Background: an optimization exercise with open tools, aiming at small area, a short achievable clock period and few clock cycles. Do not read the settings as production practice. In this exercise RTL edits were held to simulation tests only and were not proved equivalent to the original. Power figures rest on the tool's default switching activity, not on a simulated workload.

[design/flow/config.mk]
export PLATFORM = sky130hd
export DESIGN_NAME = grid_polygon_span_cell_list
export DESIGN_NICKNAME = grid_polygon_span_cell_list
export VERILOG_FILES = /design/flow/design.v
export SDC_FILE = /design/flow/constraint.sdc
export NUM_CORES = 4
export LEC_CHECK = 0
export ABC_CLOCK_PERIOD_IN_PS = 4500
export CAP_MARGIN = 20
export CORE_MARGIN = 2
export CORE_UTILIZATION = 55
export SETUP_SLACK_MARGIN = 5
export SLEW_MARGIN = 20
[design/flow/constraint.sdc]
create_clock -name core_clock -period 12.0 [get_ports {i_clk}]
set_input_delay 2.4000 -clock core_clock [delete_from_list [all_inputs] [get_ports {i_clk}]]
set_output_delay 2.4000 -clock core_clock [all_outputs]
set_load 0.01 [all_outputs]
[design/flow/design.v]
`default_nettype none
package gpsc_pkg;
    localparam int MAX_ROWS  = 64;
    localparam int MAX_COLS  = 64;
    localparam int MAX_CELLS = 63;
    localparam int DIV_K = 2;
    typedef enum logic [1:0] {
        OP_CLEAR    = 2'd0,
        OP_ADD_EDGE = 2'd1,
        OP_EMIT     = 2'd2,
        OP_NONE     = 2'd3
    } t_op;
    typedef enum logic [1:0] {
        CFG_CELL_WIDTH = 2'd0,
        CFG_CELL_DEPTH = 2'd1,
        CFG_GRID_COLS  = 2'd2,
        CFG_GRID_ROWS  = 2'd3
    } t_cfg_idx;
endpackage
`default_nettype wire
`default_nettype none
import gpsc_pkg::*;
module gpsc_div #(
    parameter int RW = 16,    
    parameter int SW = 6,     
    parameter int K  = 3      
) (
    input  wire logic          i_clk,
    input  wire logic          i_load,
    input  wire logic [RW-1:0] i_rem,
    input  wire logic [SW-1:0] i_bits,
    input  wire logic [RW-1:0] i_d,
    output logic [SW-1:0]      o_bits,
    output logic [SW-1:0]      o_bits_nxt
);
    logic [RW-1:0] r_rem;
    logic [SW-1:0] r_bits;
    logic [RW-1:0] w_rem;
    logic [SW-1:0] w_bits;
    logic [RW:0]   w_t;
    always_comb begin
        w_rem  = r_rem;
        w_bits = r_bits;
        w_t    = '0;
        for (int i = 0; i < K; i++) begin
            w_t = {w_rem, w_bits[SW-1]};
            if (w_t >= {1'b0, i_d}) begin
                w_rem  = RW'(w_t - {1'b0, i_d});
                w_bits = {w_bits[SW-2:0], 1'b1};
            end else begin
                w_rem  = w_t[RW-1:0];
                w_bits = {w_bits[SW-2:0], 1'b0};
            end
        end
    end
    always_ff @(posedge i_clk) begin
        if (i_load) begin
            r_rem  <= i_rem;
            r_bits <= i_bits;
        end else begin
            r_rem  <= w_rem;
            r_bits <= w_bits;
        end
    end
    assign o_bits     = r_bits;
    assign o_bits_nxt = w_bits;
endmodule
`default_nettype wire
`default_nettype none
import gpsc_pkg::*;
module grid_polygon_span_cell_list (
    input  wire logic               i_clk,
    input  wire logic               i_rst_n,
    input  wire logic               i_in_valid,
    output logic                    o_in_stall,
    input  wire logic [1:0]         i_operation,
    input  wire logic signed [23:0] i_start_x,
    input  wire logic signed [23:0] i_start_z,
    input  wire logic signed [23:0] i_end_x,
    input  wire logic signed [23:0] i_end_z,
    output logic                    o_out_valid,
    input  wire logic               i_out_stall,
    output logic                    o_cell_valid,
    output logic [11:0]             o_cell_index,
    output logic                    o_list_last,
    input  wire logic               i_cfg_valid,
    output logic                    o_cfg_ready,
    input  wire logic [1:0]         i_cfg_index,
    input  wire logic [15:0]        i_cfg_data
);
    typedef enum logic [4:0] {
        S_IDLE  = 5'd0,
        S_B1    = 5'd1,     
        S_B2    = 5'd2,
        S_B3    = 5'd3,     
        S_A1    = 5'd4,
        S_A2    = 5'd5,
        S_A3    = 5'd6,     
        S_LOOP  = 5'd8,     
        S_XLD   = 5'd9,     
        S_XS1   = 5'd10,
        S_XS2   = 5'd11,
        S_XS3   = 5'd12,    
        S_EROW  = 5'd13,    
        S_ECELL = 5'd14     
    } t_state;
    t_state r_state, w_state_n;
    logic [15:0] r_xl, r_zl;
    logic [6:0]  r_cols, r_rows;
    logic signed [23:0] r_x0, r_z0, r_x1, r_z1;
    logic               r_miss;
    logic               r_memv;
    logic               r_up, r_dn, r_long, r_xpos;
    logic signed [24:0] r_dz;
    logic [20:0]        r_absD;
    logic [22:0]        r_absB;
    logic               r_sD, r_sB;
    logic signed [7:0]  r_x1q, r_m1;
    logic signed [7:0]  r_m;
    logic signed [7:0]  r_prev;        
    logic signed [24:0] r_E;
    logic               r_tzv, r_tzp;
    logic signed [7:0]  r_cs;
    logic               r_csv;
    logic [21:0]        r_mA;
    logic [23:0]        r_mB;
    logic [5:0]         r_mrow, r_lrow, r_xrow, r_wrow;
    logic               r_mdone, r_msq;
    logic               r_lbusy, r_ldone, r_lsq, r_lsat;
    logic [3:0]         r_lcnt;
    logic               r_xbusy;
    logic [1:0]         r_xcnt;
    logic               r_wv;
    logic signed [7:0]  r_c;
    logic [2:0]         r_mcnt;
    logic               r_mtz;
    logic               r_mcin;
    logic signed [26:0] r_macc;
    logic [23:0]        r_mlow;
    logic [12:0]         mem_c [MAX_ROWS];
    logic [MAX_ROWS-1:0] r_vld;
    logic [5:0]  r_er;
    logic [6:0]  r_ex, r_ehp;
    logic [5:0]  r_cnt;
    logic        r_eterm;
    logic        r_ov;
    logic        r_ocv;
    logic [11:0] r_oidx;
    logic        r_olast;
    logic signed [25:0] w_x0e, w_x1e, w_z0e, w_z1e, w_ix1e, w_iz1e;
    assign w_ix1e = i_end_x;
    assign w_iz1e = i_end_z;
    assign w_x0e = r_x0;
    assign w_x1e = r_x1;
    assign w_z0e = r_z0;
    assign w_z1e = r_z1;
    logic signed [25:0] w_xa, w_za;
    logic [25:0]        w_xs_a, w_xs_b, w_xsum, w_zs_a, w_zs_b, w_zsum;
    logic               w_xres, w_zres;
    logic signed [7:0]  w_xval, w_zval;
    logic               r_xres, r_zres;
    logic signed [7:0]  r_xval, r_zval;
    logic signed [25:0] w_tx;
    logic w_rdy;
    logic signed [25:0] w_txs;     
    always_comb begin
        if (w_rdy) begin
            w_xa = w_ix1e;
        end else begin
            unique case (r_state)
                S_B3:    w_xa = w_x0e;
                S_XLD:   w_xa = w_txs;
                default: w_xa = w_tx;
            endcase
        end
        w_za = w_rdy ? w_iz1e : w_z0e;
    end
    assign w_xs_a = w_xa[25] ? w_xa : {6'd0, w_xa[25:6]};
    assign w_xs_b = w_xa[25] ? {10'd0, r_xl} : ~{10'd0, r_xl};
    assign w_xsum = w_xs_a + w_xs_b + {25'd0, !w_xa[25]};
    assign w_zs_a = w_za[25] ? w_za : {6'd0, w_za[25:6]};
    assign w_zs_b = w_za[25] ? {10'd0, r_zl} : ~{10'd0, r_zl};
    assign w_zsum = w_zs_a + w_zs_b + {25'd0, !w_za[25]};
    assign w_xres = w_xa[25] || !w_xsum[25];
    assign w_xval = !w_xa[25] ? 8'sd64 : ((w_xsum[25] || (w_xsum == '0)) ? -8'sd1 : 8'sd0);
    assign w_zres = w_za[25] || !w_zsum[25];
    assign w_zval = !w_za[25] ? 8'sd64 : ((w_zsum[25] || (w_zsum == '0)) ? -8'sd1 : 8'sd0);
    logic       w_xload;
    logic [5:0] w_xu_q, w_xu_qn;
    logic signed [7:0] w_xq_nxt;
    logic w_l2x;
    assign w_xload = w_acc_edge || ((r_state == S_B3) && r_miss) || (r_state == S_XLD) || w_l2x;
    gpsc_div #(.RW(16), .SW(6), .K(DIV_K)) u_xdiv (
        .i_clk      (i_clk),
        .i_load     (w_xload),
        .i_rem      (w_xa[21:6]),
        .i_bits     (w_xa[5:0]),
        .i_d        (r_xl),
        .o_bits     (w_xu_q),
        .o_bits_nxt (w_xu_qn)
    );
    assign w_xq_nxt = r_xres ? r_xval : $signed({2'b00, w_xu_qn});
    logic signed [24:0] w_dz, w_dx, w_xs;
    logic signed [20:0] w_d, w_nd;
    logic signed [22:0] w_b, w_nb;
    assign w_dz  = r_z1 - r_z0;
    assign w_dx  = r_x1 - r_x0;
    assign w_xs  = r_x0 + r_x1;
    assign w_txs = w_xs >>> 1;
    assign w_d   = w_dz >>> 4;
    assign w_b   = w_dx >>> 2;
    assign w_nd  = -w_d;
    assign w_nb  = -w_b;
    logic signed [22:0] w_a, w_na;
    logic [21:0]        w_absA;
    logic signed [25:0] w_Ed;
    logic signed [24:0] w_Ebase, w_Eadd, w_zlx, w_V;
    logic               w_Esub;
    assign w_a    = r_E >>> 2;
    assign w_na   = -w_a;
    assign w_absA = w_a[22] ? w_na[21:0] : w_a[21:0];
    assign w_Ed   = r_E - r_dz;
    assign w_V     = {r_macc[12:0], r_mlow[23:12]};
    assign w_Ebase = r_tzv ? r_E : w_V;
    assign w_Esub  = r_tzv && !r_up;
    assign w_zlx   = (r_tzv || r_up) ? ($signed({9'd0, r_zl}) ^ {25{w_Esub}}) : 25'sd0;
    assign w_Eadd  = w_Ebase + w_zlx + $signed({24'd0, w_Esub});
    logic w_ingrid, w_meq, w_away, w_tzfin;
    assign w_ingrid = !r_m[7] && (r_m[6:0] < r_rows);
    assign w_meq    = (r_m == r_m1);
    assign w_away   = r_m[7] ? !r_up : r_up;
    assign w_tzfin  = (r_up && !w_Ed[25]) || (r_dn && (w_Ed[25] || (w_Ed == '0)));
    logic w_lp, w_lp_fin, w_lp_run, w_lp_wait, w_lp_e0, w_lp_tzl, w_lp_cross;
    logic w_lp_short, w_lp_sdiv, w_lp_away, w_lp_skip, w_step;
    logic w_pe, w_mfree, w_m2l, w_lp_done, w_lp_xgo;
    assign w_lp       = (r_state == S_LOOP);
    assign w_lp_fin   = w_lp && (w_meq || (w_ingrid && r_tzv && w_tzfin));
    assign w_lp_run   = w_lp && !w_meq && w_ingrid;
    assign w_lp_wait  = w_lp_run && !r_tzv && (r_mcnt != 3'd0);
    assign w_lp_e0    = (w_lp_run && !r_tzv && (r_mcnt == 3'd0) && r_tzp) ||
                        ((r_state == S_B3) && !r_miss && w_ingrid);
    assign w_lp_tzl   = w_lp_run && !r_tzv && (r_mcnt == 3'd0) && !r_tzp;
    assign w_lp_cross = w_lp_run && r_tzv && !w_tzfin && r_long;
    assign w_lp_short = w_lp_run && r_tzv && !w_tzfin && !r_long && r_csv;
    assign w_lp_sdiv  = w_lp_run && r_tzv && !w_tzfin && !r_long && !r_csv;
    assign w_lp_away  = w_lp && !w_meq && !w_ingrid && w_away;
    assign w_lp_skip  = w_lp && !w_meq && !w_ingrid && !w_away;
    assign w_pe       = (r_mcnt == 3'd0) && !r_mdone && !r_lbusy && !r_ldone && !r_xbusy && !r_wv;
    assign w_mfree    = (r_mcnt == 3'd0) && (!r_mdone || w_m2l);
    assign w_lp_done  = (w_lp_fin || w_lp_away) && w_pe;
    assign w_lp_xgo   = w_lp_cross && w_mfree;
    assign w_step     = w_lp_short || w_lp_xgo;
    logic w_acc, w_acc_edge, w_hit;
    assign w_rdy      = (r_state == S_IDLE) || w_lp_done;
    assign w_acc      = w_rdy && i_in_valid;
    assign w_acc_edge = w_acc && (i_operation == OP_ADD_EDGE);
    assign w_hit      = r_memv && (i_start_x == r_x1) && (i_start_z == r_z1);
    logic               w_ml_tz, w_ml_x;
    logic [6:0]         w_ml_B;
    logic [23:0]        w_ml_z0;
    logic [27:0]        w_mpp;
    logic signed [29:0] w_msum;
    logic [46:0]        w_P;
    assign w_ml_tz = (w_acc_edge && w_hit) || (r_state == S_A3) || w_lp_tzl;
    assign w_ml_x  = w_lp_xgo;
    always_comb begin
        if (w_rdy) begin
            w_ml_B  = r_m1[6:0];
            w_ml_z0 = i_start_z;
        end else if (r_state == S_A3) begin
            w_ml_B  = w_zq_nxt[6:0];
            w_ml_z0 = r_z0;
        end else begin
            w_ml_B  = r_m[6:0];
            w_ml_z0 = r_z0;
        end
    end
    assign w_mpp  = {6'd0, r_mA} * {22'd0, r_mB[5:0]};
    assign w_msum = r_macc + $signed({2'b00, w_mpp}) + $signed({29'd0, r_mcin});
    assign w_P    = {r_macc[22:0], r_mlow};
    always_ff @(posedge i_clk) begin
        if (!i_rst_n) begin
            r_mcnt  <= 3'd0;
            r_mdone <= 1'b0;
        end else begin
            if (w_ml_tz) begin
                r_mcnt <= 3'd2;
            end else if (w_ml_x) begin
                r_mcnt <= 3'd4;
            end else if (r_mcnt != 3'd0) begin
                r_mcnt <= r_mcnt - 3'd1;
            end
            if ((r_mcnt == 3'd1) && !r_mtz) begin
                r_mdone <= 1'b1;
            end else if (w_m2l) begin
                r_mdone <= 1'b0;
            end
        end
    end
    always_ff @(posedge i_clk) begin
        if (w_ml_tz) begin
            r_mtz  <= 1'b1;
            r_mA   <= {6'd0, r_zl};
            r_mB   <= {17'd0, w_ml_B};
            r_macc <= ~{{3{w_ml_z0[23]}}, w_ml_z0};
            r_mcin <= 1'b1;
        end else if (w_ml_x) begin
            r_mtz  <= 1'b0;
            r_mA   <= w_absA;
            r_mB   <= {1'b0, r_absB};
            r_macc <= '0;
            r_mcin <= 1'b0;
        end else if (r_mcnt != 3'd0) begin
            r_mB   <= {6'd0, r_mB[23:6]};
            r_mlow <= {w_msum[5:0], r_mlow[23:6]};
            r_macc <= {{3{w_msum[29]}}, w_msum[29:6]};
            r_mcin <= 1'b0;
        end
    end
    logic        w_lsat, w_e4, w_e8, w_e12, w_e16;
    logic [20:0] w_lrem, w_ld;
    logic [23:0] w_lbits;
    logic [3:0]  w_lcnt;
    logic [23:0] w_lu_q, w_lu_qn;
    logic        w_lz, w_lload;
    logic signed [7:0] w_zq_nxt;
    assign w_lsat = (w_P[44:24] >= r_absD);
    assign w_e4   = (w_P[44:25] == '0) && (w_P[24:4]  < r_absD);
    assign w_e8   = (w_P[44:29] == '0) && (w_P[28:8]  < r_absD);
    assign w_e12  = (w_P[44:33] == '0) && (w_P[32:12] < r_absD);
    assign w_e16  = (w_P[44:37] == '0) && (w_P[36:16] < r_absD);
    logic r_lz;
    assign w_lz    = !w_m2l;
    assign w_ld    = r_lz ? {5'd0, r_zl} : r_absD;
    assign w_lload = w_acc_edge || ((r_state == S_B3) && r_miss) || w_m2l;
    always_comb begin
        if (w_lz) begin
            w_lrem  = {5'd0, w_za[21:6]};
            w_lbits = {w_za[5:0], 18'd0};
            w_lcnt  = 4'd0;
        end else if (w_e4) begin
            w_lrem  = w_P[24:4];
            w_lbits = {w_P[3:0], 20'd0};
            w_lcnt  = 4'd2;
        end else if (w_e8) begin
            w_lrem  = w_P[28:8];
            w_lbits = {w_P[7:0], 16'd0};
            w_lcnt  = 4'd4;
        end else if (w_e12) begin
            w_lrem  = w_P[32:12];
            w_lbits = {w_P[11:0], 12'd0};
            w_lcnt  = 4'd6;
        end else if (w_e16) begin
            w_lrem  = w_P[36:16];
            w_lbits = {w_P[15:0], 8'd0};
            w_lcnt  = 4'd8;
        end else begin
            w_lrem  = w_P[44:24];
            w_lbits = w_P[23:0];
            w_lcnt  = 4'd12;
        end
    end
    gpsc_div #(.RW(21), .SW(24), .K(DIV_K)) u_ldiv (
        .i_clk      (i_clk),
        .i_load     (w_lload),
        .i_rem      (w_lrem),
        .i_bits     (w_lbits),
        .i_d        (w_ld),
        .o_bits     (w_lu_q),
        .o_bits_nxt (w_lu_qn)
    );
    assign w_zq_nxt = r_zres ? r_zval : $signed({2'b00, w_lu_qn[5:0]});
    logic [23:0] w_qm;
    logic [25:0] w_qx;
    assign w_qm = r_lsat ? 24'hffffff : w_lu_q;
    assign w_qx = {2'b00, w_qm} ^ {26{r_lsq}};
    assign w_tx = w_x0e + $signed(w_qx) + $signed({25'd0, r_lsq});
    logic w_xfin;
    assign w_xfin = r_xbusy && (r_xcnt == 2'd1);
    assign w_l2x  = r_ldone && (!r_xbusy || w_xfin);
    assign w_m2l  = r_mdone && (!r_lbusy && (!r_ldone || w_l2x));
    always_ff @(posedge i_clk) begin
        if (!i_rst_n) begin
            r_lbusy <= 1'b0;
            r_ldone <= 1'b0;
            r_xbusy <= 1'b0;
            r_wv    <= 1'b0;
        end else begin
            if (w_m2l) begin
                r_lbusy <= !w_lsat;
                r_ldone <= w_lsat;
            end else begin
                if (r_lbusy && (r_lcnt == 4'd1)) begin
                    r_lbusy <= 1'b0;
                    r_ldone <= 1'b1;
                end else if (w_l2x) begin
                    r_ldone <= 1'b0;
                end
            end
            if (w_l2x) begin
                r_xbusy <= 1'b1;
            end else if (w_xfin) begin
                r_xbusy <= 1'b0;
            end
            r_wv <= w_xfin || w_lp_short;
        end
    end
    always_ff @(posedge i_clk) begin
        if (w_ml_x) begin
            r_mrow <= r_m[5:0];
            r_msq  <= w_a[22] ^ r_sB ^ r_sD;
        end
        if (w_m2l) begin
            r_lrow <= r_mrow;
            r_lsq  <= r_msq;
            r_lsat <= w_lsat;
            r_lcnt <= w_lcnt;
        end else if (r_lbusy) begin
            r_lcnt <= r_lcnt - 4'd1;
        end
        if (w_l2x) begin
            r_xrow <= r_lrow;
            r_xcnt <= w_xres ? 2'd1 : 2'd3;
        end else if (r_xbusy) begin
            r_xcnt <= r_xcnt - 2'd1;
        end
        if (w_xfin) begin
            r_wrow <= r_xrow;
            r_c    <= w_xq_nxt;
        end else if (w_lp_short) begin
            r_wrow <= r_m[5:0];
            r_c    <= r_cs;
        end
    end
    logic [5:0]        w_raddr;
    logic [6:0]        w_rd_lo, w_rd_hp;
    logic              w_rd_vld;
    logic              w_wr;
    logic signed [7:0] w_wv;            
    logic signed [7:0] w_wlo, w_whi;
    logic [6:0]        w_nlo, w_nhp, w_mlo, w_mhp;
    logic [5:0] w_waddr;
    assign w_waddr  = r_wv ? r_wrow : r_m[5:0];
    assign w_raddr  = (r_state == S_EROW) ? r_er : w_waddr;
    logic [12:0] w_rd_c, w_wr_c;
    assign w_rd_c   = mem_c[w_raddr];
    assign w_rd_lo  = !w_rd_c[12] ? {1'b0, w_rd_c[11:6]} :
                      (!w_rd_c[11] ? 7'd64 : {1'b0, w_rd_c[5:0]});
    assign w_rd_hp  = !w_rd_c[12] ? {1'b0, w_rd_c[5:0]} :
                      (!w_rd_c[11] ? w_rd_c[6:0] : 7'd64);
    assign w_rd_vld = r_vld[w_raddr];
    assign w_wr  = (w_lp_done && w_lp_fin && w_ingrid) || r_wv;
    assign w_wv  = r_wv ? r_c : r_x1q;
    assign w_wlo = r_xpos ? r_prev : w_wv;
    assign w_whi = r_xpos ? w_wv : r_prev;
    assign w_nlo = w_wlo[7] ? 7'd0 : w_wlo[6:0];
    assign w_nhp = (w_whi >= 8'sd63) ? 7'd64 : 7'(w_whi + 8'sd1);
    assign w_mlo = (w_rd_vld && (w_rd_lo < w_nlo)) ? w_rd_lo : w_nlo;
    assign w_mhp = (w_rd_vld && (w_rd_hp > w_nhp)) ? w_rd_hp : w_nhp;
    assign w_wr_c = w_mlo[6] ? {2'b10, 4'd0, w_mhp} :
                    (w_mhp[6] ? {2'b11, 5'd0, w_mlo[5:0]} : {1'b0, w_mlo[5:0], w_mhp[5:0]});
    always_ff @(posedge i_clk) begin
        if (w_wr) begin
            mem_c[w_waddr] <= w_wr_c;
        end
    end
    logic       w_free;
    logic [6:0] w_ehp;
    logic       w_rowne;
    logic       w_lastrow;
    logic [5:0] w_cnt_n;
    logic       w_er_cell, w_ec_cell, w_cell, w_term, w_cap;
    logic       w_er_more, w_ec_more, w_nextrow;
    assign w_free    = !r_ov || !i_out_stall;
    assign w_ehp     = (w_rd_hp < r_cols) ? w_rd_hp : r_cols;
    assign w_rowne   = w_rd_vld && (w_rd_lo < w_ehp);
    logic [63:0] w_above;
    logic [7:0]  w_gany;
    logic [2:0]  w_gidx [8];
    logic [2:0]  w_gsel;
    logic [5:0]  w_nxt;
    logic        w_nxt_any;
    logic [12:0] w_rowbase;
    always_comb begin
        for (int i = 0; i < 64; i++) begin
            w_above[i] = r_vld[i] && (6'(i) > r_er);
        end
        for (int g = 0; g < 8; g++) begin
            w_gany[g] = |w_above[8*g +: 8];
            w_gidx[g] = 3'd7;
            for (int j = 6; j >= 0; j--) begin
                if (w_above[8*g + j]) w_gidx[g] = 3'(j);
            end
        end
        w_gsel = 3'd7;
        for (int g = 6; g >= 0; g--) begin
            if (w_gany[g]) w_gsel = 3'(g);
        end
        w_nxt     = {w_gsel, w_gidx[w_gsel]};
        w_nxt_any = |w_gany;
    end
    assign w_lastrow = !w_nxt_any || ({1'b0, w_nxt} >= r_rows);
    assign w_rowbase = r_er * r_cols;
    assign w_cnt_n   = r_cnt + 6'd1;
    assign w_cap     = (w_cnt_n == 6'(MAX_CELLS));
    assign w_er_cell = (r_state == S_EROW) && !r_eterm && w_rowne && w_free;
    assign w_ec_cell = (r_state == S_ECELL) && w_free;
    assign w_cell    = w_er_cell || w_ec_cell;
    assign w_term    = (r_state == S_EROW) && r_eterm && w_free;
    assign w_er_more = (w_rd_lo + 7'd1 < w_ehp);
    assign w_ec_more = (r_ex + 7'd1 < r_ehp);
    assign w_nextrow = ((r_state == S_EROW) && !r_eterm && !w_rowne) ||
                       (w_er_cell && !w_cap && !w_er_more) ||
                       (w_ec_cell && !w_cap && !w_ec_more);
    always_comb begin
        w_state_n = r_state;
        unique case (r_state)
            S_IDLE: ;
            S_B1:    w_state_n = S_B2;
            S_B2:    w_state_n = S_B3;
            S_B3:    w_state_n = r_miss ? S_A1 : S_LOOP;
            S_A1:    w_state_n = S_A2;
            S_A2:    w_state_n = S_A3;
            S_A3:    w_state_n = S_LOOP;
            S_LOOP: begin
                if (w_lp_done)      w_state_n = S_IDLE;
                else if (w_lp_sdiv) w_state_n = S_XLD;
            end
            S_XLD:   w_state_n = S_XS1;
            S_XS1:   w_state_n = S_XS2;
            S_XS2:   w_state_n = S_XS3;
            S_XS3:   w_state_n = S_LOOP;
            S_EROW: begin
                if (w_term)                                w_state_n = S_IDLE;
                else if (w_er_cell && !w_cap && w_er_more) w_state_n = S_ECELL;
            end
            S_ECELL: if (w_ec_cell && (w_cap || !w_ec_more)) w_state_n = S_EROW;
            default: w_state_n = S_IDLE;
        endcase
        if (w_acc) begin
            unique case (i_operation)
                OP_ADD_EDGE: w_state_n = S_B1;
                OP_EMIT:     w_state_n = S_EROW;
                default:     w_state_n = S_IDLE;
            endcase
        end
    end
    always_ff @(posedge i_clk) begin
        if (!i_rst_n) begin
            r_state <= S_IDLE;
            r_xl    <= 16'd768;
            r_zl    <= 16'd768;
            r_cols  <= 7'd16;
            r_rows  <= 7'd16;
            r_vld   <= '0;
            r_ov    <= 1'b0;
            r_memv  <= 1'b0;
        end else begin
            r_state <= w_state_n;
            if (i_cfg_valid) begin
                unique case (i_cfg_index)
                    CFG_CELL_WIDTH: r_xl   <= (i_cfg_data == '0) ? 16'd1 : i_cfg_data;
                    CFG_CELL_DEPTH: r_zl   <= (i_cfg_data == '0) ? 16'd1 : i_cfg_data;
                    CFG_GRID_COLS:  r_cols <= (i_cfg_data[6:0] > 7'd64) ? 7'd64 : i_cfg_data[6:0];
                    CFG_GRID_ROWS:  r_rows <= (i_cfg_data[6:0] > 7'd64) ? 7'd64 : i_cfg_data[6:0];
                endcase
            end
            if (i_cfg_valid || w_acc_edge) begin
                r_memv <= 1'b0;
            end else if (r_state == S_B3) begin
                r_memv <= 1'b1;
            end
            if (w_acc && (i_operation == OP_CLEAR)) begin
                r_vld <= '0;
            end else if (w_wr) begin
                r_vld[w_waddr] <= 1'b1;
            end
            if (w_cell || w_term) begin
                r_ov <= 1'b1;
            end else if (!i_out_stall) begin
                r_ov <= 1'b0;
            end
        end
    end
    always_ff @(posedge i_clk) begin
        if (w_acc) begin
            r_x0    <= i_start_x;
            r_z0    <= i_start_z;
            r_x1    <= i_end_x;
            r_z1    <= i_end_z;
            r_miss  <= !w_hit;
        end
        if (r_state == S_B1) begin
            r_up   <= !w_dz[24] && (w_dz != '0);
            r_dn   <= w_dz[24];
            r_xpos <= !w_dx[24];
            r_dz   <= w_dz;
            r_long <= w_dz[24] ? ((w_dz[23:4] != '1) || (w_dz[3:0] == '0)) :
                                 (w_dz[23:4] != '0);
            r_sD   <= w_d[20];
            r_absD <= w_d[20] ? w_nd : w_d;
            r_sB   <= w_b[22];
            r_absB <= w_b[22] ? w_nb : w_b;
        end
        if (w_xload) begin
            r_xres <= w_xres;
            r_xval <= w_xval;
        end
        if (w_acc_edge || (r_state == S_B3)) begin
            r_zres <= w_zres;
            r_zval <= w_zval;
        end
        if (w_acc_edge) begin
            r_lz <= 1'b1;
        end else if (r_state == S_LOOP) begin
            r_lz <= 1'b0;
        end
        if (r_state == S_B3) begin
            r_x1q <= w_xq_nxt;
            r_m1  <= w_zq_nxt;
        end
        if (w_acc_edge && w_hit) begin
            r_m <= r_m1;
        end else if (r_state == S_A3) begin
            r_m <= w_zq_nxt;
        end else if (w_step) begin
            r_m <= r_up ? r_m + 8'sd1 : r_m - 8'sd1;
        end else if (w_lp_skip) begin
            r_m <= r_m[7] ? 8'sd0 :
                   (($signed({1'b0, r_rows}) - 8'sd1 > r_m1) ? $signed({1'b0, r_rows}) - 8'sd1 : r_m1);
        end
        if (w_acc_edge && w_hit) begin
            r_prev <= r_x1q;
        end else if (r_state == S_A3) begin
            r_prev <= w_xq_nxt;
        end else if (r_wv) begin
            r_prev <= r_c;
        end
        if (w_lp_e0 || w_step) begin
            r_E <= w_Eadd;
        end
        if (w_acc_edge) begin
            r_tzv <= 1'b0;
        end else if (w_lp_e0) begin
            r_tzv <= 1'b1;
        end
        if (w_ml_tz) begin
            r_tzp <= 1'b1;
        end else if (w_ml_x || w_lp_skip) begin
            r_tzp <= 1'b0;
        end
        if (w_acc_edge) begin
            r_csv <= 1'b0;
        end else if (r_state == S_XS3) begin
            r_csv <= 1'b1;
        end
        if (r_state == S_XS3) begin
            r_cs <= w_xq_nxt;
        end
        if (w_acc) begin
            r_er    <= '0;
            r_cnt   <= '0;
            r_eterm <= (r_rows == '0);
        end else begin
            if (w_nextrow) begin
                r_er    <= w_nxt;
                r_eterm <= w_lastrow;
            end else if (w_cell && w_cap) begin
                r_eterm <= 1'b1;
            end
            if (w_cell) begin
                r_cnt <= w_cnt_n;
            end
        end
        if (w_er_cell) begin
            r_ex  <= w_rd_lo + 7'd1;
            r_ehp <= w_ehp;
        end else if (w_ec_cell) begin
            r_ex  <= r_ex + 7'd1;
        end
        if (w_cell || w_term) begin
            r_ocv   <= !w_term;
            r_olast <= w_term;
        end
        if (w_term) begin
            r_oidx <= '0;
        end else if (w_er_cell) begin
            r_oidx <= w_rowbase[11:0] + 12'(w_rd_lo);
        end else if (w_ec_cell) begin
            r_oidx <= r_oidx + 12'd1;
        end
    end
    assign o_in_stall   = !w_rdy;
    assign o_cfg_ready  = 1'b1;
    assign o_out_valid  = r_ov;
    assign o_cell_valid = r_ocv;
    assign o_cell_index = r_oidx;
    assign o_list_last  = r_olast;
endmodule
`default_nettype wire
[design/flow/run.sh]
#!/bin/bash
# synth_recipe.tcl (not shown) runs the flow's synth.tcl, then flattens the netlist and writes it again
# the make line also repeats each setting of config.mk as NAME=value (left out here)
make -C /OpenROAD-flow-scripts/flow DESIGN_CONFIG=/design/flow/config.mk WORK_HOME=/design/flow/orfs CLKGATE_MAP_FILE= SYNTH_SCRIPT=/design/flow/synth_recipe.tcl finish
==> results of run 1 <==
-- logic make-up after synthesis --
logic type / synth area share [%]
compound gates: 13.25
buf+inv: 3.818
xor+xnor: 4.267
fa+ha+maj: 10.33
mux: 9.929
simple gates: 11.59
flops: 46.81
other cells: 0.004289
-- per-stage QoR --
step	instances	setup slack [ps]	total power [W]	cell area [um^2]	utilization [%]
floorplan	7911	4832	0.02044	87680	-
global placement	9939	2571	0.02510	91490	57.83
detailed placement	9941	2449	0.02530	91530	57.86
CTS	10342	4438	0.03151	98920	62.53
global route	10429	4155	0.03488	100600	63.57
finish	10429	4385	0.03289	100600	63.57
-- report_power, final --
group | internal [W] | switching (W)
Clock | 0.00279 | 0.00216
Combinational | 0.00866 | 0.0118
Sequential | 0.00681 | 0.000640
-- cell type report --
type / instances / share of cell area (%)
Clock buffer: 188 / 4.020
Tap cell: 2072 / 2.578
Sequential cell: 1444 / 40.71
Inverter: 488 / 1.855
Clock inverter: 93 / 1.179
Timing Repair Buffer: 493 / 4.997
Multi-Input combinational cell: 5648 / 44.64
Timing Repair inverter: 1 / 0.008709
Antenna cell: 2 / 0.004977
-- layer usage --
metal | vias up | share of wire [%] | GRT usage, %
li1 | 29851 | - | -
met2 | 3443 | 43 | 53.22
met1 | 33719 | 43 | 53.75
met5 | - | 0.025 | 0
met3 | 504 | 11 | 8.002
met4 | 12 | 3.4 | 11.13
-- registers in the layout, indices dropped and copies added (netlist names), 21 cells and up --
signal         flops
r_absB            23
r_z0              24
r_x0              24
r_E               25
r_mlow            24
u_ldiv.r_rem      21
r_dz              25
mem_c            832
r_mA              22
r_z1              24
u_ldiv.r_bits     24
r_macc            24
r_vld             64
r_mB              23
r_x1              24
-- repair_timing --
item | in CTS | in global routing
setup buffers | 98 | 77
resized for setup | 210 | 216
pin swaps | 50 | 74
hold endpoints to repair | 0 | 0
endpoints found under the setup margin | 1027 | 947
cloned | 22 | 7
-- cell usage in the layout (no fill, tap or decap), types with 120 or more instances in the layout --
cell type | netlist | routed
xor2_1 | 135 | 133
buf_4 | 24 | 282
mux2i_1 | 261 | 235
edfxtp_1 | 1201 | 1201
clkbuf_16 | 0 | 161
xnor2_1 | 291 | 287
mux4_2 | 224 | 224
o21ai_0 | 446 | 386
ha_1 | 530 | 507
clkdlybuf4s50_1 | 0 | 134
dfxtp_1 | 243 | 237
nand2_1 | 828 | 817
nand3_1 | 126 | 120
nor2_1 | 558 | 535
a21oi_1 | 470 | 435
a21o_1 | 128 | 128
inv_1 | 481 | 474
-- final timing paths --
path,from,to,slack [ps],cells past startpoint
setup / recovery,r_E[0],r_xval[5],4390,33
hold / removal,r_mrow[1],r_lrow[1],390,0
setup reg to reg,r_E[0],r_xval[5],4390,33
hold reg to reg,r_mrow[1],r_lrow[1],390,0
-- worst max-delay path, delay by kind of cell (launching register included) --
kind                       cells  cell delay [ps]
AOI/OAI and AO/OA             18             3900
adders and majority gates      3              890
buffers and inverters          4              390
DFF                            1              380
muxes                          1              340
and+or+nand+nor                7             1520
==> flow_metrics.tcl, run 1 <==
set metrics [dict create \
    grt_pass1_wl_um 434200 \
    cp-start-kind "register" \
    async_flop_share_pct 0 \
    fin_crit_ps 7615 \
    multi_input_area_um2 44900 \
    dieArea_um2 162200 \
    path_clk_slew_ps 60 \
    required_ps 12650 \
    clock-root-buffer "clkbuf_16" \
    ant_nets 0 \
    outcome "timing/DRC/antenna clean" \
    grt_overflow 0 \
    period_share_pct 63.46 \
    htreeDepth 4 \
    yosys.cell_count.top_type "edfxtp_1" \
    layout-drive-gt1-share_pct 15.36 \
    path_class "reg2reg" \
    place_hpwl_um 210100 \
    fillCellCount 12508 \
    cts_tree "yes" \
    fp.coreArea_um2 158200 \
    slew_headroom_pct 14.87 \
    synth.largest_area_cell "edfxtp_1" \
    rsz0062_at_grt "true" \
    p_leak_nw 38.78 \
    yosys_most_used_dff "edfxtp_1" \
    ys_seq_area_share_pct 46.81 \
    nets 9001 \
    cts-buffers-inserted 154 \
    fmax_ghz 0.1313 \
    routabilityCongestion 1.027 \
    fp.dieH_um 402.7 \
    grt_max_degree 81 \
    p_per_area_nw_per_um2 327.1 \
    synth_area_per_cell_um2 11.05 \
    crit_path_end_kind "register" \
    wl_per_cell_um 28.74 \
    vias 67529 \
    tritoncts_num_sinks 1444 \
    slowest_stage "or4_4" \
    hold_ws_ps 388.1 \
    worst_pin_slew_ps 1273 \
    synth_commonest_cells "1201 x edfxtp_1, 828 x nand2_1, 558 x nor2_1, 530 x ha_1, 481 x inv_1" \
    syn-num-nets 8682 \
    dr.first_iter.drc_count 8236 \
    grt_usage_pct 36.26 \
    drc 0 \
    clkLatencyLatePin_ps 850 \
    synth_top_area_share_pct 41.24 \
    slowest_delay_ps 610 \
    tns_ps 0 \
    finalMaxSlewViolations 0 \
    wl_um 299800 \
    start_util_pct 55.27 \
    synth_area_leaders "edfxtp_1 41%, ha_1 7.6%, mux4_2 5.8%, dfxtp_1 5.6%, nand2_1 3.6%" \
    ys_types 111 \
    num_io_pins 138 \
    antenna_found_initial 17 \
    skew_ps 83.21 \
    synth-edff-count 1201 \
    viasPerCell 6.475 \
    synth-seq-cells 1444 \
    postCtsHoldBufs 0 \
    regArea_um2 40940 \
    setup_violations 0 \
    netlist_instances 7911 \
    first_global_vias 64043 \
    port_buffers 136 \
    die_w_um 402.7 \
    area_growth_pct 15.01 \
    synth_warnings 5 \
    drv_cap 0 \
    clockBufferDepth 3 \
    critPathMaxFanout 8 \
    dr.pass1.iters 6 \
    netlist_area_um2 87440 \
    hp-class "reg2reg" \
    cp.arrival_ps 8270 \
    peakVddDrop_mv 0.5826 \
    hold_viol 0 \
    rows 146 \
]
Testbench counts, summed over its fixed seeds: cycles 23,777.
==> run 2: changes to the inputs <==
--- a/design/flow/config.mk
+++ b/design/flow/config.mk
@@ -8,6 +8,8 @@
 export ABC_CLOCK_PERIOD_IN_PS = 4500
 export CAP_MARGIN = 20
 export CORE_MARGIN = 2
-export CORE_UTILIZATION = 55
+export CORE_UTILIZATION = 58
+export CTS_BUF_LIST = sky130_fd_sc_hd__clkbuf_8
+export CTS_CLUSTER_SIZE = 30
 export SETUP_SLACK_MARGIN = 5
 export SLEW_MARGIN = 20
==> run 2 against run 1 <==
Net effect: still clean; sequential power hardly changed; combinational power hardly changed; count of clock-buffer cells in the layout rose by 57; worst hold slack better by 32 ps; clock power down 12%; synthesized cell count is the same; total power down 2.1%; non-clock buffer count is 2 lower; routed wire length shrank 1.3%; global-route usage grew 1.3 points; worst setup slack got worse by 4.5 ps; synthesized area unchanged.
==> flow_metrics.tcl, run 2 <==
set metrics [dict create \
    regArea_um2 40940 \
    hold_viol 0 \
    grt_max_degree 97 \
    ant_nets 0 \
    antenna_found_initial 15 \
    slew_headroom_pct 15.14 \
    layout-drive-gt1-share_pct 16.46 \
    switchingPower_w 0.01446 \
    grt_overflow 0 \
    outcome "timing/DRC/antenna clean" \
    drv_cap 0 \
    reg_top3 "mem_c x832, r_vld x64" \
    p_comb_share_pct 63.5 \
    synth_commonest_cells "1201 x edfxtp_1, 828 x nand2_1, 558 x nor2_1, 530 x ha_1, 481 x inv_1" \
    cp.arrival_ps 8460 \
    cp-start-kind "register" \
    skew_ps 84.80 \
    synth-seq-cells 1444 \
    ys_types 111 \
    critPathMaxFanout 6 \
    wl_per_cell_um 28.09 \
    finalMaxSlewViolations 0 \
    place_hpwl_um 205400 \
    clockPowerShare_pct 13.4 \
    fin_crit_ps 7619 \
    grt_pass1_wl_um 423900 \
    cts-buffers-inserted 233 \
    fin_cells 10530 \
    dr.first_iter.drc_count 8232 \
    dr.pass1.iters 9 \
    fp.coreArea_um2 149800 \
    vias 68175 \
    layout_commonest_cell "edfxtp_1" \
    syn-num-nets 8682 \
    slowest_delay_ps 480 \
    grt_usage_pct 37.54 \
    synth-edff-count 1201 \
    drc 0 \
    setup_violations 0 \
    cts_tree "yes" \
    htreeDepth 4 \
    port_buffers 136 \
    async_flop_share_pct 0 \
    synth.largest_area_cell "edfxtp_1" \
    area_growth_pct 14.74 \
    fp.dieH_um 392.3 \
    synth_area_leaders "edfxtp_1 41%, ha_1 7.6%, mux4_2 5.8%, dfxtp_1 5.6%, nand2_1 3.6%" \
    slowest_stage "or4_4" \
    routabilityCongestion 1.046 \
    period_share_pct 63.50 \
    clkLatencyLatePin_ps 1020 \
    required_ps 12840 \
    hp-class "reg2reg" \
    p_per_area_nw_per_um2 321.0 \
    path_class "reg2reg" \
    wl_um 295800 \
    rsz0062_at_grt "true" \
    rows 142 \
    crit_path_end_kind "register" \
    multi_input_area_um2 45120 \
    viasPerCell 6.474 \
    tritoncts_num_sinks 1444 \
    switching_share_pct 44.89 \
    synth_top_area_share_pct 41.24 \
    path_clk_slew_ps 70 \
    die_w_um 392.3 \
    synth_warnings 5 \
    synth_area_per_cell_um2 11.05 \
    start_util_pct 58.38 \
    netlist_instances 7911 \
    crit_top_cell "buf_12" \
    yosys.cell_count.top_type "edfxtp_1" \
    num_io_pins 138 \
    final_core_util_pct 66.99 \
    worst_pin_slew_ps 1269 \
    postCtsHoldBufs 0 \
    netlist_area_um2 87440 \
    nets 9083 \
    ys_seq_area_share_pct 46.81 \
    p_int_w 0.01775 \
    regMostFlops "mem_c" \
    peakVddDrop_mv 0.5926 \
    first_global_vias 63961 \
    tns_ps 0 \
    fillCellCount 11396 \
    r2r_slack_ps 4380 \
    largest_register_ffs 832 \
    clock-root-buffer "clkbuf_8" \
    p_leak_nw 38.99 \
    yosys_most_used_dff "edfxtp_1" \
    dieArea_um2 153900 \
    most-common-layout-cells "1201 x edfxtp_1, 818 x nand2_1, 549 x inv_1" \
    dp.cells 9852 \
    seq_power_share_pct 23.0 \
    clockBufferDepth 3 \
    fmax_ghz 0.1312 \
]
## run 2: cell types whose count changed in the layout (fill, tap and decap cells not counted), sizes merged
cell      previous run  this run
bufbuf               9         7
mux2i              267       266
inv                494       571
bufinv              16        12
buf                344       342
clkbuf             194       253
nand3              128       129
mux2                85        86
a21boi              84        83
diode                2         7
nor2               560       562
clkinvlp            10         5
clkinv              62        89
## run 2: stage by stage
| stage | setup slack, ps | hold slack, ps | total power [W] | area, um^2 |
|---|---|---|---|---|
| global route | 4099 | 427.9 | 0.03419 | 100300 |
| global placement | 2331 | 400.9 | 0.02479 | 91210 |
| floorplan | 4832 | 400.3 | 0.02044 | 87680 |
| finish | 4381 | 419.7 | 0.03221 | 100300 |
| detailed placement | 2193 | 404.5 | 0.02508 | 91250 |
| CTS | 4559 | 418.4 | 0.03079 | 98440 |
## run 2: cells by family (layout without fill, tap and decap cells)
kind of cell,Yosys count,after routing,synth area share (%)
AND/OR/NAND/NOR,2192,2198,11.59
XOR/XNOR,426,426,4.267
adder cells (fa/ha/maj),650,650,10.33
buffers and inverters,826,1413,3.818
multiplexers,573,576,9.929
flip-flops,1444,1444,46.81
other,1,8,0.004289
AO/OA/AOI/OAI,1799,1799,13.25
## run 2: worst paths after layout
check | depth (start not counted) | endpoint | startpoint
max | 33 | r_xval[5] | r_E[0]
min | 0 | r_lrow[4] | r_mrow[4]
max reg2reg | 33 | r_xval[5] | r_E[0]
min reg2reg | 0 | r_lrow[4] | r_mrow[4]
## run 2: power groups by stage
stage | sequential, W | clock [W] | combinational, W
floorplan | 0.00717 | 0 | 0.0133
global placement | 0.00752 | 0 | 0.0173
detailed placement | 0.00753 | 0 | 0.0176
CTS | 0.00738 | 0.00436 | 0.0191
global route | 0.00742 | 0.00457 | 0.0222
finish | 0.00742 | 0.00433 | 0.0205
## run 2: layout make-up
cell class / instances / area share (%)
antenna: 7 / 0.01746
sequential: 1444 / 40.80
tap: 2016 / 2.514
timing repair inverter: 4 / 0.03492
timing repair buffer: 491 / 5.074
inverter: 488 / 1.876
clock buffer: 245 / 3.361
multi-input combinational: 5650 / 44.97
clock inverter: 185 / 1.354
## run 2: repair_timing
item | CTS | global route
pin swaps | 57 | 82
gates cloned | 27 | 9
buffers inserted | 117 | 88
endpoints found under the setup margin | 980 | 914
gates resized for setup | 228 | 221
## run 2: routing by layer
layer / routed length, um / global-route usage (%)
met1: 124100 / 55.15
met2: 124300 / 53.50
met3: 35890 / 9.887
met4: 11450 / 13.46
met5: 101 / 0
## run 2: critical path, delay by kind of cell (launching register included)
kind                       cells  cell delay (ps)
AOI/OAI and AO/OA             13             2810
adders and majority gates      3              940
buffers and inverters          8              870
DFF                            1              400
muxes                          3              640
and+or+nand+nor                6             1800
==> run 3: changes to the inputs <==
--- a/design/flow/design.v
+++ b/design/flow/design.v
@@ -127,6 +127,9 @@
     logic [5:0]         r_mrow, r_lrow, r_xrow, r_wrow;
     logic               r_mdone, r_msq;
     logic               r_lbusy, r_ldone, r_lsq, r_lsat;
+    logic               r_ltx;           
+    logic signed [25:0] r_tx;
+    logic [5:0]         r_trow;
     logic [3:0]         r_lcnt;
     logic               r_xbusy;
     logic [1:0]         r_xcnt;
@@ -170,7 +173,7 @@
             unique case (r_state)
                 S_B3:    w_xa = w_x0e;
                 S_XLD:   w_xa = w_txs;
-                default: w_xa = w_tx;
+                default: w_xa = r_tx;
             endcase
         end
         w_za = w_rdy ? w_iz1e : w_z0e;
@@ -245,7 +248,8 @@
     assign w_lp_sdiv  = w_lp_run && r_tzv && !w_tzfin && !r_long && !r_csv;
     assign w_lp_away  = w_lp && !w_meq && !w_ingrid && w_away;
     assign w_lp_skip  = w_lp && !w_meq && !w_ingrid && !w_away;
-    assign w_pe       = (r_mcnt == 3'd0) && !r_mdone && !r_lbusy && !r_ldone && !r_xbusy && !r_wv;
+    assign w_pe       = (r_mcnt == 3'd0) && !r_mdone && !r_lbusy && !r_ldone && !r_ltx &&
+                        !r_xbusy && !r_wv;
     assign w_mfree    = (r_mcnt == 3'd0) && (!r_mdone || w_m2l);
     assign w_lp_done  = (w_lp_fin || w_lp_away) && w_pe;
     assign w_lp_xgo   = w_lp_cross && w_mfree;
@@ -377,12 +381,15 @@
     assign w_tx = w_x0e + $signed(w_qx) + $signed({25'd0, r_lsq});
     logic w_xfin;
     assign w_xfin = r_xbusy && (r_xcnt == 2'd1);
-    assign w_l2x  = r_ldone && (!r_xbusy || w_xfin);
-    assign w_m2l  = r_mdone && (!r_lbusy && (!r_ldone || w_l2x));
+    logic w_ltx;
+    assign w_l2x  = r_ltx && (!r_xbusy || w_xfin);
+    assign w_ltx  = r_ldone && (!r_ltx || w_l2x);
+    assign w_m2l  = r_mdone && (!r_lbusy && (!r_ldone || w_ltx));
     always_ff @(posedge i_clk) begin
         if (!i_rst_n) begin
             r_lbusy <= 1'b0;
             r_ldone <= 1'b0;
+            r_ltx   <= 1'b0;
             r_xbusy <= 1'b0;
             r_wv    <= 1'b0;
         end else begin
@@ -393,10 +400,15 @@
                 if (r_lbusy && (r_lcnt == 4'd1)) begin
                     r_lbusy <= 1'b0;
                     r_ldone <= 1'b1;
-                end else if (w_l2x) begin
+                end else if (w_ltx) begin
                     r_ldone <= 1'b0;
                 end
             end
+            if (w_ltx) begin
+                r_ltx <= 1'b1;
+            end else if (w_l2x) begin
+                r_ltx <= 1'b0;
+            end
             if (w_l2x) begin
                 r_xbusy <= 1'b1;
             end else if (w_xfin) begin
@@ -418,8 +430,12 @@
         end else if (r_lbusy) begin
             r_lcnt <= r_lcnt - 4'd1;
         end
+        if (w_ltx) begin
+            r_tx   <= w_tx;
+            r_trow <= r_lrow;
+        end
         if (w_l2x) begin
-            r_xrow <= r_lrow;
+            r_xrow <= r_trow;
             r_xcnt <= w_xres ? 2'd1 : 2'd3;
         end else if (r_xbusy) begin
             r_xcnt <= r_xcnt - 2'd1;
--- a/design/flow/config.mk
+++ b/design/flow/config.mk
@@ -8,8 +8,6 @@
 export ABC_CLOCK_PERIOD_IN_PS = 4500
 export CAP_MARGIN = 20
 export CORE_MARGIN = 2
-export CORE_UTILIZATION = 58
-export CTS_BUF_LIST = sky130_fd_sc_hd__clkbuf_8
-export CTS_CLUSTER_SIZE = 30
+export CORE_UTILIZATION = 55
 export SETUP_SLACK_MARGIN = 5
 export SLEW_MARGIN = 20
==> run 3 against run 2 <==
Net effect: critical path type unchanged; synthesized cell count grew 2.5%; flip-flop and latch count grew 33; first-iteration DRC count shrank 2.1%; routed wire length is 1.1% higher; still clean on timing, DRC and antenna; sequential share of layout area hardly changed; total power up 8.2%; critical path depth unchanged; clock skew decreased by 19 ps; largest power group unchanged; non-clock buffer count is 35 higher; count of clock-buffer cells in the layout fell by 26.
==> flow_metrics.tcl, run 3 <==
set metrics [dict create \
    outcome "timing/DRC/antenna clean" \
    ys_seq_area_share_pct 47.39 \
    setup_violations 0 \
    dp_slack_ps 2505 \
    slowest_stage "or4_4" \
    dr.pass1.iters 6 \
    cts_tree "yes" \
    clkLatencyLatePin_ps 850 \
    async_flop_share_pct 0 \
    reg_top3 "mem_c x832, r_vld x64, r_tx x26" \
    layout-drive-gt1-share_pct 15.58 \
    dr.first_iter.drc_count 8057 \
    synth-seq-cells 1477 \
    p_per_area_nw_per_um2 339.0 \
    hold_viol 0 \
    seq_power_share_pct 21.7 \
    p_leak_nw 39.39 \
    period_share_pct 64.06 \
    p_int_w 0.01947 \
    synth_top_area_share_pct 41.87 \
    rsz0062_at_grt "true" \
    dieArea_um2 164000 \
    tritoncts_num_sinks 1477 \
    drc 0 \
    critPathMaxFanout 6 \
    grt_max_degree 101 \
    yosys_most_used_dff "edfxtp_1" \
    met3_usage_pct 9.419 \
    path_class "reg2reg" \
    yosys.cell_count.top_type "edfxtp_1" \
    drv_cap 0 \
    fp.coreArea_um2 160200 \
    viasPerCell 6.374 \
    start_util_pct 55.20 \
    grt_overflow 0 \
    crit_top_cell "buf_4" \
    fmax_ghz 0.1301 \
    routabilityCongestion 0.9726 \
    synth_commonest_cells "1233 x edfxtp_1, 889 x nand2_1, 640 x nor2_1, 530 x ha_1, 510 x inv_1" \
    synth.largest_area_cell "edfxtp_1" \
    postCtsHoldBufs 0 \
    crit_path_end_kind "register" \
    wl_per_cell_um 27.80 \
    ant_nets 0 \
    tns_ps 0 \
    hp-class "reg2reg" \
    antenna_found_initial 13 \
    cp-start-kind "register" \
    clockBufferDepth 3 \
    netlist_area_um2 88430 \
    grt_usage_pct 35.58 \
    regMostFlops "mem_c" \
    path_clk_slew_ps 60 \
    place_hpwl_um 207400 \
    synth_area_leaders "edfxtp_1 42%, ha_1 7.5%, mux4_2 5.7%, dfxtp_1 5.5%, nand2_1 3.8%" \
    skew_ps 66.04 \
    ys_types 98 \
    switchingPower_w 0.01536 \
    layout_commonest_cell "edfxtp_1" \
    fp.dieH_um 405.0 \
    nets 9232 \
    syn-num-nets 8877 \
    htreeDepth 4 \
    grt_pass1_wl_um 428500 \
    area_growth_pct 16.17 \
    slew_headroom_pct 10.45 \
    vias 68572 \
    synth_warnings 5 \
    finalMaxSlewViolations 0 \
    largest_register_ffs 832 \
    switching_share_pct 44.10 \
    met1_usage_pct 51.81 \
    required_ps 12670 \
    p_comb_share_pct 63.7 \
    port_buffers 136 \
    synth-edff-count 1233 \
    first_global_vias 64545 \
    clock-root-buffer "clkbuf_16" \
    worst_pin_slew_ps 1343 \
    synth_area_per_cell_um2 10.91 \
    netlist_instances 8106 \
    peakVddDrop_mv 0.9077 \
    most-common-layout-cells "1233 x edfxtp_1, 880 x nand2_1, 586 x nor2_1" \
    cp.arrival_ps 8360 \
    clockPowerShare_pct 14.6 \
    die_w_um 405.0 \
    wl_um 299100 \
    grt.met2_usage_pct 51.33 \
    setup_ws_ps 4313 \
    cts-buffers-inserted 161 \
    slowest_delay_ps 440 \
    fin_crit_ps 7687 \
    grt-busiest-layer "met1" \
    num_io_pins 138 \
    hold_ws_ps 417.9 \
    rows 147 \
]
run 3: changes by cell type after synthesis, moves of 29 or more:
cell	before	now
a31oi_1	46	83
and3_1	35	65
edfxtp_1	1201	1233
inv_1	481	510
mux2_2	81	50
mux2i_1	261	205
nand2_1	828	889
nand3_1	126	155
nor2_1	558	640
xnor2_1	291	246
run 3: power groups by stage:
stage	Sequential (W)	Clock, W	Combinational (W)
after floorplan	0.00731	0	0.0138
after global placement	0.00767	0	0.0179
after detailed placement	0.00767	0	0.0182
after CTS	0.00751	0.00513	0.0201
after global routing	0.00757	0.00532	0.0242
final	0.00756	0.00508	0.0222
run 3: repair_timing:
action | CTS | global route
gates cloned | 22 | 12
resized for setup | 281 | 264
buffers inserted | 131 | 79
pin swaps | 92 | 138
endpoints found under the setup margin | 1130 | 984
hold endpoints to repair | 0 | 0
run 3: critical path: cells and delay by family (launching register included):
kind	cells	cell delay (ps)
buf+inv	6	730
compound gates	15	3270
fa+ha+maj	3	960
flops	1	380
simple gates	7	1750
mux	2	400
run 3: cell type report:
type                       count  area (um^2)
sequential                  1477        41940
timing repair inverter         1        8.758
fill                       12679        57470
inverter                     521         1979
timing repair buffer         526         5298
tap                         2160         2703
multi-input combinational   5773        45390
clock buffer                 219         4484
antenna                        5        12.51
clock inverter                76        918.4
run 3: cells by family (layout without fill, tap and decap cells):
logic type | count (synthesis) | after routing | share of synthesized area (%)
mux | 482 | 484 | 8.718
fa+ha+maj | 650 | 650 | 10.22
flops | 1477 | 1477 | 47.39
other cells | 1 | 6 | 0.004240
buf+inv | 863 | 1343 | 3.904
compound gates | 1855 | 1855 | 13.51
xor+xnor | 401 | 401 | 3.971
simple gates | 2377 | 2382 | 12.29
run 3: path summary, 6_finish.rpt:
path | endpoint | slack, ps | startpoint | cells past startpoint
setup / recovery | r_xval[5] | 4310 | r_E[0] | 33
setup reg to reg | r_xval[5] | 4310 | r_E[0] | 33
hold reg to reg | r_trow[3] | 420 | r_lrow[3] | 0
hold / removal | r_trow[3] | 420 | r_lrow[3] | 0
run 3: metrics by stage:
step / instance area (um^2) / std cells / util, % / power, W
finish: 102700 / 10758 / 64.13 / 0.03483
global route: 102700 / 10753 / 64.12 / 0.03713
CTS: 100700 / 10662 / 62.89 / 0.03272
detailed placement: 92650 / 10214 / 57.83 / 0.02584
global placement: 92650 / 10214 / 57.83 / 0.02553
floorplan: 88640 / 8106 / - / 0.02111
run 3: metal layers:
| layer | routed length (um) | up-vias |
|---|---|---|
| met4 | 11280 | 8 |
| met3 | 33510 | 518 |
| met1 | 127000 | 33989 |
| li1 | - | 30680 |
| met5 | 49 | - |
| met2 | 127300 | 3377 |
Testbench counts of run 3, summed over its fixed seeds: cycles 24,446.
==> run 4: changes to the inputs <==
--- a/design/flow/design.v
+++ b/design/flow/design.v
@@ -167,16 +167,14 @@
     logic w_rdy;
     logic signed [25:0] w_txs;     
     always_comb begin
-        if (w_rdy) begin
-            w_xa = w_ix1e;
-        end else begin
-            unique case (r_state)
-                S_B3:    w_xa = w_x0e;
-                S_XLD:   w_xa = w_txs;
-                default: w_xa = r_tx;
-            endcase
-        end
-        w_za = w_rdy ? w_iz1e : w_z0e;
+        unique case (r_state)
+            S_IDLE:  w_xa = w_ix1e;
+            S_LOOP:  w_xa = r_ltx ? r_tx : w_ix1e;
+            S_B3:    w_xa = w_x0e;
+            S_XLD:   w_xa = w_txs;
+            default: w_xa = r_tx;
+        endcase
+        w_za = (r_state == S_B3) ? w_z0e : w_iz1e;
     end
     assign w_xs_a = w_xa[25] ? w_xa : {6'd0, w_xa[25:6]};
     assign w_xs_b = w_xa[25] ? {10'd0, r_xl} : ~{10'd0, r_xl};
==> run 4 against run 3 <==
Net effect: largest power group unchanged; highest routed layer unchanged; register-to-register slack improved by 750 ps; still clean on timing, DRC and antenna; critical path depth decreased by 14; routed wire length increased by 5.0%; synthesized cell count increased by 3.1%; synthesized area increased by 0.36%.
==> flow_metrics.tcl, run 4 <==
set metrics [dict create \
    dr.first_iter.drc_count 8426 \
    grt_overflow 0 \
    layout-drive-gt1-share_pct 13.25 \
    yosys_most_used_dff "edfxtp_1" \
    cp-start-kind "register" \
    crit_chain "inv_1 -> ha_2 -> inv_2 -> fa_2 -> a21oi_2 -> nor2b_1 -> o21ai_2 -> a21oi_2 -> o311a_4 -> xor2_2 -> nor4_2 -> o2111a_1 -> nand4b_1 -> o211ai_1 -> nand3_4 -> nand2_4 -> buf_12 -> inv_4 -> buf_6" \
    wl_per_cell_um 28.69 \
    rsz0062_at_grt "true" \
    outcome "timing/DRC/antenna clean" \
    most-common-layout-cells "1233 x edfxtp_1, 889 x nand2_1, 568 x nor2_1" \
    ant_nets 0 \
    syn-num-nets 9128 \
    die_w_um 405.7 \
    reg_top3 "mem_c x832, r_vld x64, r_tx x26" \
    ys_seq_area_share_pct 47.22 \
    synth_area_per_cell_um2 10.61 \
    period_share_pct 58.69 \
    netlist_instances 8361 \
    path_delay_family "compound AO/OA/AOI/OAI gates" \
    clockBufferDepth 3 \
    p_leak_nw 38.49 \
    layout_commonest_cell "edfxtp_1" \
    netlist_area_um2 88750 \
    synth_commonest_cells "1233 x edfxtp_1, 899 x nand2_1, 645 x nor2_1, 531 x a21oi_1, 526 x ha_1" \
    vias 70020 \
    htreeDepth 4 \
    synth.largest_area_cell "edfxtp_1" \
    ys_types 101 \
    port_buffers 136 \
    crit_path_end_kind "output pin" \
    drv_cap 0 \
    critPathMaxFanout 3 \
    dr.pass1.iters 9 \
    async_flop_share_pct 0 \
    tns_ps 0 \
    yosys.cell_count.top_type "edfxtp_1" \
    cp.arrival_ps 4640 \
    regMostFlops "mem_c" \
    nets 9413 \
    antenna_found_initial 14 \
    slowest_stage "edfxtp_1" \
    tritoncts_num_sinks 1477 \
    peakVddDrop_mv 0.9469 \
    fin_crit_ps 7043 \
    path_buf_inv 5 \
    dp_slack_ps 2567 \
    p_per_area_nw_per_um2 279.8 \
    setup_ws_ps 4957 \
    slew_headroom_pct 12.44 \
    fillCellCount 12986 \
    rr_worst_depth 24 \
    worst_pin_slew_ps 1300 \
    num_io_pins 138 \
    path_clk_slew_ps 60 \
    hold_ws_ps 416.5 \
    clock-root-buffer "clkbuf_16" \
    cp.depth 19 \
    finalMaxSlewViolations 0 \
    area_growth_pct 14.42 \
    cts_tree "yes" \
    routabilityCongestion 0.9817 \
    power.total_w 0.02841 \
    path_class "reg2out" \
    start_util_pct 55.34 \
    fp.dieH_um 405.7 \
    fmax_ghz 0.1420 \
    dieArea_um2 164600 \
    grt_max_degree 69 \
    slowest_delay_ps 410 \
    rows 147 \
    hp-class "reg2reg" \
    synth-seq-cells 1477 \
    fp.coreArea_um2 160400 \
    grt_usage_pct 37.77 \
    hold_path_depth 0 \
    viasPerCell 6.395 \
    wl_um 314200 \
    synth_top_area_share_pct 41.72 \
    postCtsHoldBufs 0 \
    synth-edff-count 1233 \
    skew_ps 63.15 \
    clkLatencyLatePin_ps 830 \
    hold_viol 0 \
    first_global_vias 66956 \
    crit_top_cell "a21oi_2" \
    synth_area_leaders "edfxtp_1 42%, ha_1 7.4%, dfxtp_1 5.5%, nand2_1 3.8%, mux4_2 3.7%" \
    synth_warnings 5 \
    drc 0 \
    setup_violations 0 \
    required_ps 9600 \
    final_core_util_pct 63.31 \
    largest_register_ffs 832 \
    cts-buffers-inserted 161 \
    grt_pass1_wl_um 453500 \
    place_hpwl_um 220600 \
]
==> run 4: through the flow <==
| step | cell area [um^2] | cells |
|---|---|---|
| after floorplan | 88860 | 8361 |
| after global routing | 101500 | 10949 |
| after global placement | 93050 | 10460 |
| after detailed placement | 93150 | 10464 |
| final | 101500 | 10950 |
| after CTS | 100300 | 10866 |
==> run 4: worst register-to-register path: cells and delay by family, from the launching register on <==
family,cells,cell delay [ps]
AOI/OAI and AO/OA,7,1560
adders and majority gates,1,250
buffers and inverters,6,1430
DFF,1,510
muxes,4,1510
and+or+nand+nor,6,1220
==> run 4: layer usage <==
metal	global-route usage (%)	vias to the layer above	share of wire (%)
met2	58.73	3530	45
met5	0	-	0.016
met3	7.771	819	9.4
li1	-	31316	-
met4	23.30	8	7.2
met1	48.56	34347	38
==> run 4: worst paths after layout <==
path                            startpoint            to  slack (ps)
worst min-delay path             r_mrow[0]     r_lrow[0]         420
worst min register to register   r_mrow[0]     r_lrow[0]         420
worst max register to register      r_m[0]  mem_c[29][8]        5060
worst max-delay path                r_E[0]    o_in_stall        4960
==> run 4: final cells by class <==
| type | instances | area (um^2) | area share (%) |
|---|---|---|---|
| Multi-Input combinational cell | 6013 | 44900 | 44.22 |
| Sequential cell | 1477 | 41940 | 41.30 |
| Timing Repair Buffer | 477 | 4713 | 4.642 |
| Clock buffer | 202 | 4287 | 4.221 |
| Tap cell | 2160 | 2703 | 2.661 |
| Inverter | 515 | 1962 | 1.932 |
| Clock inverter | 100 | 1023 | 1.008 |
| Antenna cell | 5 | 12.51 | 0.01232 |
| Timing Repair inverter | 1 | 5.005 | 0.004929 |
==> run 4: cells by family after synthesis <==
family / share of synthesized area, %
other: 0.004225
buffers and inverters: 3.919
adder cells (fa/ha/maj): 10.13
XOR/XNOR: 4.056
flip-flops: 47.22
AO/OA/AOI/OAI: 13.86
multiplexers: 7.160
AND/OR/NAND/NOR: 13.64
==> run 4: repair_timing <==
action / CTS / global route
hold endpoints to repair: 0 / 0
gates cloned: 19 / 0
buffers inserted: 81 / 73
resized for setup: 180 / 150
pin swaps: 31 / 72
setup endpoints to repair: 953 / 865
==> run 4: power by group <==
part	switching, W	internal (W)	total [W]
registers	0.000490	0.00670	0.00719
clock network	0.00220	0.00282	0.00503
logic	0.00961	0.00659	0.0162
total	0.0123	0.0161	0.0284
Testbench counts of run 4, summed over its fixed seeds: cycles 24,446.
==> run 5: changes to the inputs <==
--- a/design/flow/config.mk
+++ b/design/flow/config.mk
@@ -8,6 +8,8 @@
 export ABC_CLOCK_PERIOD_IN_PS = 4500
 export CAP_MARGIN = 20
 export CORE_MARGIN = 2
-export CORE_UTILIZATION = 55
+export CORE_UTILIZATION = 58
+export CTS_BUF_LIST = sky130_fd_sc_hd__clkbuf_8
+export CTS_CLUSTER_SIZE = 30
 export SETUP_SLACK_MARGIN = 5
 export SLEW_MARGIN = 20
==> run 5 against run 4 <==
Net effect: count of clock-buffer cells in the layout grew 55; highest routed layer unchanged; sequential share of layout area is 0.28 points higher; non-clock buffer count shrank 41; register-to-register slack got worse by 170 ps; largest cell class unchanged.
==> flow_metrics.tcl, run 5 <==
set metrics [dict create \
    fp.dieH_um 395.2 \
    synth_area_leaders "edfxtp_1 42%, ha_1 7.4%, dfxtp_1 5.5%, nand2_1 3.8%, mux4_2 3.7%" \
    switchingPower_w 0.01263 \
    regMostFlops "mem_c" \
    synth-edff-count 1233 \
    cp-start-kind "register" \
    peakVddDrop_mv 0.5384 \
    nets 9452 \
    hp-class "reg2reg" \
    synth_commonest_cells "1233 x edfxtp_1, 899 x nand2_1, 645 x nor2_1, 531 x a21oi_1, 526 x ha_1" \
    first_global_vias 68293 \
    grt_usage_pct 39.50 \
    seq_power_share_pct 25.4 \
    dr.first_iter.drc_count 8537 \
    final_cell_area_um2 100900 \
    routabilityCongestion 0.9962 \
    critPathMaxFanout 2 \
    antenna_found_initial 12 \
    most-common-layout-cells "1233 x edfxtp_1, 892 x nand2_1, 578 x inv_1" \
    port_buffers 136 \
    fin_crit_ps 7231 \
    fillCellCount 11721 \
    dieArea_um2 156200 \
    viasPerCell 6.512 \
    setup_violations 0 \
    layout_commonest_cell "edfxtp_1" \
    die_w_um 395.2 \
    netlist_area_um2 88750 \
    layout-drive-gt1-share_pct 13.79 \
    grt_overflow 0 \
    largest_register_ffs 832 \
    period_share_pct 60.26 \
    p_int_w 0.01574 \
    wl_um 314500 \
    p_leak_nw 38.53 \
    synth_top_area_share_pct 41.72 \
    clockBufferDepth 3 \
    synth_warnings 5 \
    postCtsHoldBufs 0 \
    outcome "timing/DRC/antenna clean" \
    htreeDepth 4 \
    dr.pass1.iters 6 \
    drc 0 \
    hold_path.startpoint "r_msq" \
    netlist_instances 8361 \
    async_flop_share_pct 0 \
    rows 143 \
    worst_pin_slew_ps 1388 \
    yosys.cell_count.top_type "edfxtp_1" \
    syn-num-nets 9128 \
    finalMaxSlewViolations 0 \
    required_ps 9600 \
    fmax_ghz 0.1383 \
    synth_area_per_cell_um2 10.61 \
    hold_ws_ps 391.7 \
    skew_ps 86.54 \
    reg_top3 "mem_c x832, r_vld x64, r_tx x26" \
    grt_max_degree 81 \
    ant_nets 0 \
    tritoncts_num_sinks 1477 \
    tns_ps 0 \
    post_dp_cell_area_um2 92790 \
    yosys_most_used_dff "edfxtp_1" \
    p_per_area_nw_per_um2 281.1 \
    synth.largest_area_cell "edfxtp_1" \
    path_class "reg2out" \
    cp.arrival_ps 4830 \
    ys_types 101 \
    rsz0062_at_grt "true" \
    rr_worst_depth 26 \
    area_growth_pct 13.69 \
    p_comb_share_pct 58.9 \
    crit_path_end_kind "output pin" \
    place_hpwl_um 219200 \
    switching_share_pct 44.52 \
    slew_headroom_pct 6.505 \
    path_clk_slew_ps 70 \
    cts-buffers-inserted 238 \
    wl_per_cell_um 28.77 \
    drv_cap 0 \
    hold_viol 0 \
    whs_endpoint "r_lsq" \
    fp.coreArea_um2 151900 \
    grt_pass1_wl_um 454300 \
    r2r-start "r_m[2]" \
    r2r_slack_ps 4890 \
    num_io_pins 138 \
    hold_path_depth 0 \
    clkLatencyLatePin_ps 1020 \
    power.total_w 0.02836 \
    clockPowerShare_pct 15.7 \
    synth-seq-cells 1477 \
    start_util_pct 58.42 \
    cts_tree "yes" \
    worst_r2r_endpoint "r_state[0]" \
    vias 71200 \
    clock-root-buffer "clkbuf_8" \
    ys_seq_area_share_pct 47.22 \
]
-- run 5: changes by cell type in the layout (fill, tap and decap cells not counted), moves of 21 or more --
cell,change
clkbuf_1,-34
buf_4,-33
inv_1,+78
clkbuf_8,+253
clkinv_1,+21
clkbuf_16,-159
-- run 5: worst max-delay path by stage --
stage	startpoint	endpoint	slack (ps)	cells past startpoint
2_1_floorplan	r_m[0]	mem_c[0][6]	4910	24
3_3_place_gp	r_wv	r_eterm	2900	26
3_5_place_dp	r_wv	r_eterm	2800	26
4_1_cts	r_E[0]	o_in_stall	4590	17
5_1_grt	r_E[0]	o_in_stall	4590	17
6_report	r_E[0]	o_in_stall	4770	17
-- run 5: power by group through the flow --
stage	logic [W]	clock network, W	registers (W)
3_5_place_dp	0.0147	0	0.00731
3_3_place_gp	0.0144	0	0.00731
4_1_cts	0.0154	0.00448	0.00719
5_1_grt	0.0181	0.00471	0.00721
2_1_floorplan	0.0106	0	0.00704
6_report	0.0167	0.00446	0.00720
-- run 5: logic make-up after synthesis --
logic type	count (synthesis)	share of synthesized area, %
xor+xnor	411	4.056
buf+inv	876	3.919
simple gates	2590	13.64
compound gates	1923	13.86
mux	436	7.160
fa+ha+maj	647	10.13
flops	1477	47.22
other cells	1	0.004225
-- run 5: through the flow --
stage / instances / setup WS [ps] / utilization, %
2_1_floorplan: 8361 / 4914 / -
3_3_place_gp: 10306 / 2904 / 61.03
3_5_place_dp: 10309 / 2802 / 61.09
4_1_cts: 10849 / 4593 / 65.39
5_1_grt: 10928 / 4591 / 66.41
6_report: 10933 / 4769 / 66.42
-- run 5: worst max-delay path, cell delays in order (launching register included) --
cell and delay [ps]:
edfxtp_1 390, inv_1 80, ha_2 180, inv_2 40
fa_2 390, nand3b_1 250, a31oi_1 220, nand4_1 170
a2111oi_4 250, nand4_1 150, nor4_2 290, o2111a_1 240
nand4b_1 320, o211ai_1 380, nand3_4 200, nand2_8 160
inv_4 40, buf_6 110
-- run 5: layout make-up --
cell class,count,area [um^2],area share [%]
Antenna cell,6,15.01,0.01488
Clock buffer,257,3537,3.506
Clock inverter,195,1324,1.312
Inverter,515,1958,1.941
Multi-Input combinational cell,6016,45140,44.74
Sequential cell,1477,41950,41.58
Tap cell,2030,2540,2.517
Timing Repair Buffer,436,4424,4.385
Timing Repair inverter,1,5.005,0.004960
-- run 5: metal layers --
| layer | global-route usage (%) | vias to the layer above | wire [um] |
|---|---|---|---|
| li1 | - | 31431 | - |
| met1 | 50.28 | 34764 | 117500 |
| met2 | 60.74 | 4026 | 140200 |
| met3 | 8.959 | 969 | 32690 |
| met4 | 26.04 | 10 | 24130 |
| met5 | 0 | - | 46 |
-- run 5: timing repair --
item / CTS / global route
gates cloned: 21 / 6
gates resized for setup: 173 / 186
buffers inserted: 67 / 70
pin swaps: 27 / 64
endpoints found under the setup margin: 950 / 785
